From an optimization exercise on the open Yosys and OpenROAD flow, aimed at small area, a short achievable clock period and few clock cycles; shortcuts taken in it are not production practice.
Only simulation tests tie the RTL to the original design; equivalence was not proved.
No activity file was given, so power comes from the tool's default toggle rates.

===== flow/config.mk =====
export PLATFORM = sky130hd
export DESIGN_NAME = pifo_top
export DESIGN_NICKNAME = pifo_top
export VERILOG_FILES = /design/flow/design.v
export SDC_FILE = /design/flow/constraint.sdc
export NUM_CORES = 4
export LEC_CHECK = 0
export CAP_MARGIN = 20
export CORE_MARGIN = 2
export CORE_UTILIZATION = 40
export CTS_CLUSTER_DIAMETER = 100
export CTS_CLUSTER_SIZE = 20
export GPL_ROUTABILITY_DRIVEN = 1
export PLACE_DENSITY = 0.52
export SLEW_MARGIN = 20

===== flow/constraint.sdc =====
create_clock -name core_clock -period 9.0 [get_ports {i_clk}]
set_input_delay 1.8000 -clock core_clock [delete_from_list [all_inputs] [get_ports {i_clk}]]
set_output_delay 1.8000 -clock core_clock [all_outputs]
set_load 0.01 [all_outputs]

===== flow/design.v =====
`timescale 1ns/1ps
package pifo_pkg;
    localparam int VALUE_W = 16;
    localparam int CAP     = 84;  
    typedef logic [VALUE_W-1:0] value_t;
    localparam value_t EMPTY_VALUE = '1;  
    typedef enum logic {
        OP_PUSH = 1'b0,
        OP_POP  = 1'b1
    } op_e;
endpackage
`timescale 1ns/1ps
module pifo_node_ram (
    input  logic i_sel_up,
    input  logic i_up,
    input  logic i_sel_lo,
    input  logic i_lo,
    input  logic i_sel_x,
    input  logic i_x,
    input  logic i_sel_hold,
    input  logic i_hold,
    output logic o_d
);
    assign o_d = (i_sel_up & i_up) | (i_sel_lo & i_lo) | (i_sel_x & i_x) | (i_sel_hold & i_hold);
endmodule
`timescale 1ns/1ps
module pifo_level (
    input  logic [15:0] i_a,
    input  logic [15:0] i_nb,  
    output logic        o_gt
);
    always_comb begin
        o_gt = 1'b0;
        for (int k = 0; k < 16; k++) begin
            o_gt = (i_a[k] & i_nb[k]) | (i_a[k] & o_gt) | (i_nb[k] & o_gt);
        end
    end
endmodule
`timescale 1ns/1ps
`timescale 1ns/1ps
`timescale 1ns/1ps
module pifo_top (
    input  logic        i_clk,
    input  logic        i_arst_n,
    input  logic        i_req,
    input  logic        i_op,    
    input  logic [15:0] i_data,
    output logic        o_ack,
    output logic [15:0] o_data
);
    localparam int N = pifo_pkg::CAP;
    logic             ack_q;      
    logic             nack_q;     
    logic             push_q;     
    logic             pop_q;      
    pifo_pkg::value_t x_q;        
    pifo_pkg::value_t nx_q;       
    pifo_pkg::value_t res_q;      
    pifo_pkg::value_t data_q;     
    pifo_pkg::value_t v     [N+1];
    logic             gt_q  [N];   
    always_ff @(posedge i_clk or negedge i_arst_n) begin
        if (!i_arst_n) begin
            ack_q  <= 1'b0;
            nack_q <= 1'b1;
            push_q <= 1'b0;
            pop_q  <= 1'b0;
        end else begin
            ack_q  <= i_req;
            nack_q <= !i_req;
            push_q <= i_req && nack_q && (i_op == pifo_pkg::OP_PUSH);
            pop_q  <= i_req && nack_q && (i_op == pifo_pkg::OP_POP);
        end
    end
    always_ff @(posedge i_clk) begin
        if (!i_arst_n) begin
            x_q <= pifo_pkg::EMPTY_VALUE;  
        end else if (nack_q) begin
            x_q <= i_data;
        end
        nx_q <= ~i_data;  
        if (nack_q && i_req) begin
            res_q <= gt_q[0] ? x_q : v[0];
        end
        data_q <= nack_q ? (gt_q[0] ? x_q : v[0]) : res_q;
    end
    assign o_ack  = ack_q;
    assign o_data = data_q;
    assign v[N]     = pifo_pkg::EMPTY_VALUE;
    for (genvar i = 0; i < N; i++) begin : g_ent
        logic             gt_l;
        pifo_pkg::value_t v_l;
        if (i == 0) begin : g_first
            assign gt_l    = 1'b0;
            assign v_l     = x_q;
        end else begin : g_rest
            assign gt_l    = gt_q[i-1];
            assign v_l     = v[i-1];
        end
        logic sel_up, sel_lo, sel_x, sel_hold;
        assign sel_up   = pop_q & ~gt_q[i];  
        assign sel_lo   = gt_l;
        assign sel_x    = (gt_q[i] & ~gt_l) | ~i_arst_n;
        assign sel_hold = ~(pop_q | gt_q[i] | ~i_arst_n);
        logic gt;
        pifo_level u_cmp (
            .i_a  (v[i]),
            .i_nb (nx_q),
            .o_gt (gt)
        );
        pifo_pkg::value_t v_d;
        for (genvar b = 0; b < pifo_pkg::VALUE_W; b++) begin : g_bit
            pifo_node_ram u_mux (
                .i_sel_up   (sel_up),
                .i_up       (v[i+1][b]),
                .i_sel_lo   (sel_lo),
                .i_lo       (v_l[b]),
                .i_sel_x    (sel_x),
                .i_x        (x_q[b]),
                .i_sel_hold (sel_hold),
                .i_hold     (v[i][b]),
                .o_d        (v_d[b])
            );
        end
        always_ff @(posedge i_clk) begin
            gt_q[i] <= push_q & gt;
            v[i]    <= v_d;
        end
    end
endmodule

===== flow/flow/run.sh =====
#!/bin/bash
# The standard layout with two changes to how it is made (the constraints are unchanged):
#  - synthesis maps the logic with a shorter ABC script (one SOP-balancing pass, then
#    delay-oriented mapping with 30% delay relaxation for area recovery), from
#    flow/abc_speed.script, in place of ORFS.s script with five balancing passes;
#    registers are mapped before ABC runs, so they are the standard synthesis's;
#  - timing repair treats any path with less than SETUP_SLACK_MARGIN ns of slack as failing,
#    so it aims at a shorter clock period than the design's, on every such path.
set -euo pipefail
rm -rf scripts_abc
cp -r "$FLOW_HOME/scripts" scripts_abc
cp flow/abc_speed.script scripts_abc/abc_speed.script
bash standard.sh SCRIPTS_DIR="$PWD/scripts_abc" SETUP_SLACK_MARGIN=5.9 TNS_END_PERCENT=100 finish > standard.log 2>&1

===== flow/flow/abc_speed.script =====
strash
&get -n
&fraig -x
&put
dc2
strash
&get -n
&dch -f
&nf
&st
&syn2
&if -g -K 6
&synch2
&nf -R 30
&put

===== flow/standard.sh =====
#!/bin/bash
# synth_recipe.tcl (not shown) runs the flow's synth.tcl, then flattens the netlist and writes it again
# the make line also repeats each setting of config.mk as NAME=value (left out here)
make -C /OpenROAD-flow-scripts/flow DESIGN_CONFIG=/design/flow/config.mk WORK_HOME=/design/flow/orfs CLKGATE_MAP_FILE= SYNTH_SCRIPT=/design/flow/synth_recipe.tcl "${@:-finish}"

==> summary.txt, run 1 <==
CTS
  – Clock sink count: 1496
  – Hold Buf Count CTS: 0
  – CTS tree: yes
  – Worst-path clk slew: 0.09 ns
  – CTS root buf: clkbuf_16
  – CTS Buf Count: 85
  – Worst-skew pair later-pin latency: 0.74 ns
  – CTS max path bufs: 3
  – H-tree depth: 3

Cells and area
  – Diode count: 0
  – FF/Latch Area: 30300 sq um
  – Area growth syn-to-layout: 11.1%
  – Footprint of the multi-input gates: 40200 sq um
  – Nets: 8284
  – Filler instances: 17200
  – Design Area, Final: just under 80000 sq um
  – Share of layout cells above drive strength 1: 5.96%

Routing
  – DRT iter0 DRCs: 14900
  – WL met1: 130000 um
  – DR DRC count: 0
  – Routed via count: 76400
  – Vias per std cell: 7.21
  – Antenna viol nets, final: 0
  – Met3 WL: about 27000 um
  – Top Metal Used: met5
  – Detailed-route wire length: 300000 um
  – Routed length on met2: 133000 um
  – 1st-pass router iterations: 14
  – Routed len/inst: 28.2 um

STA
  – Worst-Margin Slew: 1.24 ns
  – Final setup margin: 5.87 ns
  – Tmin final: 3.13 ns
  – Max-Slew Margin vs Limit: 17.6%
  – RSZ-0062 raised after global routing: yes
  – Final setup viols: 0
  – Final TNS setup: 0 ns
  – Max Freq: 0.319 GHz
  – Max-slew violation count: 0
  – Hold Vio Cnt, Final: 0
  – Final Cycle Share: a little over a third
  – Clock Skew: about 0.024 ns

Floorplan
  – Core area: 174000 sq um
  – Width of the die: 422 um
  – Die height: 422 um
  – Initial Util: 40.2%
  – Die area: around 180000 sq um
  – Num ports: 37
  – # rows: 153

Worst setup path
  – Startpoint types: input pin
  – Highest cell delay on the worst timing path: about 0.60 ns
  – Cell family with most CP delay: simple AND/OR/NAND/NOR gates
  – CP Class: in -> reg
  – CP Capture Type: flop
  – WP data required: around 9.7 ns
  – RR Startpoint: nx_q[11]
  – Reg2reg setup slack: 5.93 ns
  – Crit-path cells: buf_6 -> nand2b_4 -> buf_16 -> nor2_2 -> a222oi_1 -> nand2_1
  – Crit path buffers/inverters: 2
  – Critical Path Stages: 6
  – Largest fanout on the critical path: 40
  – WP data arrival: 3.81 ns
  – Worst r2r dst: gt_q[72]
  – Worst reg2reg path depth: 6
  – Slowest CP cell: nor2_2

Synth
  – Synth Register Bits: 1496
  – Synthesized area: 70000 sq um
  – Avg Cell Area, Syn: 8.78 sq um
  – Syn Inst Count: 7965
  – Seq/Total Area, Yosys: 43.1%
  – Synth Net Count: 7985
  – Multiplexer area fraction after synthesis: 0.744%
  – Ys Warns: 6
  – Post-Synth XOR/XNOR Area: 0%
  – Synth Area in Compound Gates: 37.6%
  – Area leader, netlist: dfxtp_1
  – Area contributors post-synth: dfxtp_1, a222oi_1, nand2_1
  – Adder-cell share of the synthesized area: 0%
  – Share of the synthesized area in the top cell type: 42.2%
  – Netlist cell types: 28
  – Largest family of logic cells by synthesized area: compound AO/OA/AOI/OAI gates
  – Synth Area in Simple Gates: 18.1%

Placed design
  – Placer Congestion: 0.902
  – Port Buffers: 36
  – Worst slack at placement: ~4.4 ns
  – DP Wirelength: ~190000 um
  – Placed Area: 74800 sq um

Pwr
  – Share of power burned in registers: 55.7%
  – Int Pwr: 11.0 mW
  – Gate power share: around a fifth
  – Leak: between 30 and 40 nW
  – Design Power: about 17 mW
  – Clk pwr share: 24.4%
  – Sw Ratio: 36.1%
  – Maximum vdd drop: 0.000150 V
  – P_sw: ~6.2 mW
  – P per Cell Area: 221 nW/um^2

Global route
  – Initial antenna violation count: 7
  – Number of global-route vias before repair: about 70000
  – Largest net degree at the start of global routing: 129
  – Global Route Usage Sum: 31.6%
  – First-pass GRT wire length: 456000 um
  – GRT overflow: 0

Flow run
  – Number of max-cap violations: 0

Worst hold path
  – Worst Hold Class: reg -> reg
  – HP Start: res_q[10]
  – Hold Path Cell Cnt: 1
  – Hold endpoint: data_q[10]

Outcome
  – Status: finished clean
-- flip-flops by register name (all words and copies together) (netlist names) --
signal	cells
v	1344
gt_q	84
data_q	16
nx_q	16
res_q	16
x_q	16
ack_q	1
nack_q	1
pop_q	1
push_q	1
-- worst register-to-register path, delay by kind of cell (launching register included) --
family	cells	cell delay [ns]
AO/OA/AOI/OAI	3	1.03
AND/OR/NAND/NOR	1	0.26
buffers and inverters	2	0.99
flip-flops	1	0.72
-- cells by family (layout without fill, tap and decap cells) --
kind of cell	after synthesis	count (layout)
AOI/OAI and AO/OA	3122	3122
buffers and inverters	100	417
DFF	1496	1496
and+or+nand+nor	3199	3200
muxes	48	48
-- layer usage --
metal  track usage (%)  vias to the layer above
met4              9.48                       10
met3              4.79                      577
met5                 0                        -
met1              45.0                    37800
li1                  -                    34000
met2              49.2                     4055
-- stage by stage --
step	utilization (%)	std cells	hold slack, ns
floorplan	-	7965	0.425
global placement	43.0	10500	0.431
detailed placement	43.0	10500	0.434
CTS	44.4	10600	0.458
global route	44.7	10600	0.463
finish	44.7	10600	0.453
-- worst max path at each step --
| stage | start | end | slack, ns |
|---|---|---|---|
| 6_report | i_arst_n | v[16][12] | 5.87 |
| 5_1_grt | i_arst_n | v[16][1] | 5.80 |
| 4_1_cts | i_arst_n | v[58][4] | 5.64 |
| 3_5_place_dp | i_arst_n | v[42][9] | 4.41 |
| 3_3_place_gp | i_arst_n | v[18][8] | 4.46 |
| 2_1_floorplan | i_arst_n | v[18][0] | 5.87 |
-- power by group through the flow --
stage	Sequential, mW	Combinational (mW)	Clock (mW)
finish	9.56	3.42	4.19
global route	9.68	3.80	4.50
CTS	9.46	3.34	4.28
detailed placement	9.61	3.34	0
global placement	9.61	3.27	0
floorplan	8.89	2.44	0
-- final cells by class --
class | instances | share of cell area, %
multi-input cells | 6370 | 51.6
flip-flops and latches | 1496 | 38.9
well taps | 2325 | 3.74
clock buffers | 98 | 2.88
repair buffers | 211 | 2.24
inverters | 100 | 0.483
clock inverters | 8 | 0.0885
-- cell usage in the layout, fill, tap and decap left out, types with 2 or more instances in the layout --
| cell | netlist | routed |
|---|---|---|
| a2111oi_0 | 83 | 83 |
| a21o_1 | 83 | 83 |
| a21oi_1 | 84 | 84 |
| a221oi_1 | 185 | 185 |
| a222oi_1 | 1312 | 1312 |
| a22o_1 | 167 | 167 |
| a22oi_1 | 352 | 352 |
| buf_12 | 0 | 6 |
| buf_2 | 0 | 17 |
| buf_4 | 0 | 158 |
| buf_6 | 0 | 8 |
| clkbuf_1 | 0 | 9 |
| clkbuf_16 | 0 | 88 |
| clkbuf_8 | 0 | 4 |
| clkdlybuf4s50_1 | 0 | 18 |
| clkinv_1 | 100 | 100 |
| dfrtp_4 | 0 | 2 |
| dfxtp_1 | 1476 | 1435 |
| dfxtp_2 | 0 | 9 |
| dfxtp_4 | 0 | 32 |
| edfxtp_1 | 16 | 16 |
| inv_6 | 0 | 6 |
| mux2_1 | 32 | 32 |
| mux2i_1 | 16 | 16 |
| nand2_1 | 2690 | 2690 |
| nand3_1 | 167 | 167 |
| nand4_1 | 84 | 84 |
| nor2_1 | 167 | 90 |
| nor2_2 | 0 | 19 |
| nor2_4 | 0 | 58 |
| nor2b_1 | 85 | 5 |
| nor2b_2 | 0 | 80 |
| o21a_1 | 84 | 84 |
| o21ai_0 | 183 | 182 |
| o221ai_1 | 84 | 84 |
| o22a_1 | 84 | 84 |
| o22ai_1 | 421 | 421 |
-- synthesized netlist by cell type --
library cell  count
edfxtp_1         16
nor3_1            1
o22ai_1         421
nor2_1          167
clkinv_1        100
dfstp_2           1
o22a_1           84
a221oi_1        185
nand3_1         167
a22oi_1         352
o221ai_1         84
dfrtp_1           3
a21oi_1          84
a22o_1          167
nand4_1          84
a222oi_1       1312
and2_0            2
a21o_1           83
a2111oi_0        83
nand2_1        2690
o21a_1           84
mux2i_1          16
nand2b_1          2
dfxtp_1        1476
and3_1            1
mux2_1           32
o21ai_0         183
nor2b_1          85
-- timing repair --
item,CTS,global route
cloned,0,2
hold endpoints to repair,0,0
setup buffers,0,0
setup endpoints to repair,1038,1063
resized for setup,136,86
Testbench counts, summed over its fixed seeds: cycles 10,240.
==> inputs of run 2 (changes only) <==
--- a/flow/design.v
+++ b/flow/design.v
@@ -53,6 +53,7 @@
     logic             nack_q;     
     logic             push_q;     
     logic             pop_q;      
+    logic             rst_q;      
     pifo_pkg::value_t x_q;        
     pifo_pkg::value_t nx_q;       
     pifo_pkg::value_t res_q;      
@@ -73,6 +74,7 @@
         end
     end
     always_ff @(posedge i_clk) begin
+        rst_q <= !i_arst_n;
         if (!i_arst_n) begin
             x_q <= pifo_pkg::EMPTY_VALUE;  
         end else if (nack_q) begin
@@ -100,8 +102,8 @@
         logic sel_up, sel_lo, sel_x, sel_hold;
         assign sel_up   = pop_q & ~gt_q[i];  
         assign sel_lo   = gt_l;
-        assign sel_x    = (gt_q[i] & ~gt_l) | ~i_arst_n;
-        assign sel_hold = ~(pop_q | gt_q[i] | ~i_arst_n);
+        assign sel_x    = (gt_q[i] & ~gt_l) | rst_q;
+        assign sel_hold = ~(pop_q | gt_q[i] | rst_q);
         logic gt;
         pifo_level u_cmp (
             .i_a  (v[i]),
==> run 2 against run 1 <==
Against the previous run:
- still clean
- non-clock buffer count shrank 47
- flip-flop and latch count up 1
- global-route usage down 1.0 points
- setup slack improved by 0.093 ns
- first-iteration DRC count is 7.6% lower
- sequential share of layout area is 0.37 points higher
- critical path type is now reg -> reg
==> summary.txt, run 2 <==
Outcome
  – Status: finished clean

Worst setup path
  – Largest fanout on the critical path: 46 (+15%)
  – CP Capture Type: flop
  – Critical Path Stages: 6 (unchanged)
  – CP Class: reg -> reg
  – Crit-path cells: buf_4 -> buf_6 -> o22ai_1 -> a2111oi_0 -> nand3_1 -> a21oi_1
  – Startpoint types: flop
  – Slowest CP cell: dfxtp_4
  – RR Startpoint: nx_q[9]
  – Cell family with most CP delay: buffers and inverters
  – Worst r2r dst: gt_q[7]
  – Reg2reg setup slack: 5.96 ns (+0.03 ns)
  – WP data required: 9.65 ns (-0.03 ns)
  – Worst reg2reg path depth: 6 (unchanged)
  – WP data arrival: 3.69 ns (-0.12 ns)
  – Highest cell delay on the worst timing path: 0.65 ns (+0.05 ns)
  – Crit path buffers/inverters: 2 (unchanged)

Floorplan
  – Initial Util: 40.3% (+0.043 points)
  – Core area: 174000 sq um (unchanged)
  – Width of the die: 422 um (about the same)
  – Die height: 422 um (about the same)
  – Num ports: 37 (unchanged)
  – # rows: 153 (unchanged)
  – Die area: 178000 sq um (+0.11%)

Global route
  – GRT overflow: 0 (unchanged)
  – Global Route Usage Sum: 30.6% (-1.0 points)
  – Largest net degree at the start of global routing: 128 (-0.78%)
  – First-pass GRT wire length: 443000 um (-2.9%)
  – Number of global-route vias before repair: 69500 (-1.2%)
  – Initial antenna violation count: 1 (-6)

Synth
  – Post-synth ARST share: 0.267% (about the same)
  – Syn Inst Count: 7926 (-0.49%)
  – Synth Area in Simple Gates: 18.1% (-0.023 points)
  – Synth Net Count: 7946 (-0.49%)
  – Most numerous cell in the Yosys netlist: nand2_1
  – Multiplexer area fraction after synthesis: 0.743% (-0.00080 points)
  – Area contributors post-synth: dfxtp_1, a222oi_1, nand2_1
  – Ys Warns: 6 (unchanged)
  – Post-synth top flop: dfxtp_1
  – Area leader, netlist: dfxtp_1
  – Top post-synthesis cells by count: nand2_1, dfxtp_1, a222oi_1
  – Avg Cell Area, Syn: 8.84 sq um (+0.60%)
  – Share of the synthesized area in the top cell type: 42.2% (about the same)
  – Post-synth EDFFs: 16 (unchanged)
  – Largest family of logic cells by synthesized area: compound AO/OA/AOI/OAI gates
  – Post-Synth XOR/XNOR Area: 0% (unchanged)
  – Netlist cell types: 29 (+3.6%)
  – Synthesized area: 70000 sq um (+0.11%)
  – Adder-cell share of the synthesized area: 0% (unchanged)
  – Synth Register Bits: 1497 (+0.067%)
  – Synth Area in Compound Gates: 37.8% (+0.26 points)
  – Seq/Total Area, Yosys: 43.1% (about the same)

Cells and area
  – Most common cell after layout, fill and taps aside: nand2_1
  – Nets: 8196 (-1.1%)
  – Register bank with the most flops: v
  – Largest register FFs: 1344 (unchanged)
  – Biggest regs: v: 1344 flops, gt_q: 84 flops
  – Area growth syn-to-layout: 10.0%
  – Share of layout cells above drive strength 1: 5.20% (-0.76 points)
  – Post-Layout Cell Count: 10500 (-0.85%)
  – Most frequent cells in the layout: nand2_1, dfxtp_1, a222oi_1, o22ai_1, a22oi_1

STA
  – Final setup viols: 0 (unchanged)
  – Tmin final: 3.04 ns (-0.0926 ns)
  – RSZ-0062 raised after global routing: yes
  – Final TNS setup: 0 ns (unchanged)
  – Clock Skew: 0.0292 ns (+0.00477 ns)
  – Worst-Margin Slew: 1.16 ns (-0.0760 ns)
  – Max-slew violation count: 0 (unchanged)
  – Final Cycle Share: 33.8% (-1.0 points)
  – Hold Slack: 0.458 ns (+0.00459 ns)
  – Max-Slew Margin vs Limit: 22.4% (+4.8 points)
  – Hold Vio Cnt, Final: 0 (unchanged)
  – Max Freq: 0.329 GHz (+3.0%)

CTS
  – Total setup buffers inserted after CTS: 0 (unchanged)
  – Worst-path clk slew: 0.09 ns (about the same)
  – H-tree depth: 3 (unchanged)
  – Clock sink count: 1497 (+0.067%)
  – Worst-skew pair later-pin latency: 0.74 ns (about the same)
  – CTS tree: yes
  – CTS Buf Count: 84 (-1.2%)
  – CTS max path bufs: 3 (unchanged)
  – CTS root buf: clkbuf_16
  – Hold Buf Count CTS: 0 (unchanged)

Placed design
  – DP Wirelength: 188000 um (-1.3%)
  – Placer Congestion: 0.848 (-6.1%)
  – Inst Count DP: 10400 (-0.86%)
  – Port Buffers: 36 (unchanged)

Routing
  – Detailed-route wire length: 289000 um (-3.6%)
  – Top Metal Used: met4
  – DRT iter0 DRCs: 13800 (-7.6%)
  – Vias per std cell: 7.15 (-0.73%)
  – DR DRC count: 0 (unchanged)
  – Routed length on met2: 137000 um (+3.0%)
  – Routed len/inst: 27.5 um (-2.8%)
  – Antenna viol nets, final: 0 (unchanged)
  – Met3 WL: 22900 um (-16%)
  – WL met1: 120000 um (-7.6%)
  – 1st-pass router iterations: 17 (+3)
  – Routed via count: 75200 (-1.6%)

Pwr
  – Leak: 31.9 nW (+0.23%)
  – Maximum vdd drop: 0.000143 V (-4.3%)
  – Design Power: 17.0 mW (-1.3%)
  – P per Cell Area: 220 nW/um^2 (-0.36%)

Worst hold path
  – Worst Hold Class: reg -> reg
  – Hold Path Cell Cnt: 1 (unchanged)
  – HP Start: res_q[0]
  – Hold endpoint: data_q[0]

Flow run
  – Number of max-cap violations: 0 (unchanged)
## run 2: cell count changes after synthesis, moves of 2 or more
cell | before | now
clkinv_1 | 100 | 60
or2_0 | 0 | 2
o21bai_1 | 0 | 41
nand2b_1 | 2 | 0
o21ai_0 | 183 | 100
a21o_1 | 83 | 125
## run 2: per-layer routing
| metal | vias to the layer above | global-route usage, % |
|---|---|---|
| met1 | 37000 | 40.8 |
| met2 | 3802 | 51.5 |
| met5 | - | 0 |
| met3 | 539 | 3.44 |
| met4 | 0 | 10.1 |
| li1 | 33900 | - |
## run 2: repair_timing
action,in CTS,in global routing
pin swaps,0,0
cloned,0,0
resized for setup,97,12
endpoints found under the setup margin,387,63
## run 2: worst register-to-register path: cells and delay by family (launching register included)
family | cells | cell delay, ns
compound gates | 3 | 0.90
buf+inv | 2 | 1.18
flops | 1 | 0.65
simple gates | 1 | 0.24
## run 2: where the power goes
part / internal, mW / switching, mW
registers: 7.62 / 1.85
clock network: 1.73 / 2.39
logic: 1.54 / 1.83
## run 2: cells by family after synthesis
| group | count (synthesis) |
|---|---|
| buffers and inverters | 60 |
| multiplexers | 48 |
| flip-flops | 1497 |
| AO/OA/AOI/OAI | 3122 |
| AND/OR/NAND/NOR | 3199 |
## run 2: stage by stage
| step | util [%] | instance area (sq um) | setup WS [ns] |
|---|---|---|---|
| floorplan | - | 70100 | 6.13 |
| global placement | 42.7 | 74300 | 5.39 |
| detailed placement | 42.8 | 74400 | 5.40 |
| CTS | 44.1 | 76700 | 5.81 |
| global route | 44.3 | 77100 | 5.80 |
| finish | 44.3 | 77100 | 5.96 |
## run 2: worst max-delay path by stage
stage                    start          to  slack [ns]
CTS                 data_q[14]  o_data[14]        5.81
global route           nx_q[6]    gt_q[17]        5.80
finish                 nx_q[9]     gt_q[7]        5.96
detailed placement       i_req   res_q[14]        5.40
global placement         i_req   res_q[13]        5.39
floorplan                rst_q     v[9][0]        6.13
## run 2: final cells by class
type                    count  area, sq um
clock buffers              96         2190
multi-input cells        6369        40100
well taps                2325         2910
inverters                  60          225
diodes                      1         2.50
repair buffers            164         1310
fillers                 17200        96800
clock inverters             6         56.3
flip-flops and latches   1497        30300
Testbench counts of run 2, summed over its fixed seeds: cycles 10,240.

## afterwards: timing with drivers on the ports
No port has a modelled driver above. Below, the same layouts with a new extraction and two added sets of constraints.
Step 1, drivers: a clkbuf_16 drives i_clk and a buf_2 each remaining input, both assumed.
Step 2 times the ports against the registers' clock, not the clock port: input delays grow and output delays shrink by t, the midpoint of the rising clock arrivals with the driver on.
Three values: no drivers, after step 1, after step 2; two values: the first two.
run	shift t [ns]	slack for setup (ns)	slew at the worst register clock pin (ns)	cell pins on the clock port's net
run 1	0.813	5.870 / 5.865 / 5.092	0.10 / 0.10	1
run 2	0.819	5.962 / 5.895 / 5.735	0.10 / 0.10	1
After both steps every run listed still meets setup and hold. For run 1, which loses most, drivers alone change the setup slack by -0.005 ns; drivers and shift together by -0.778 ns.
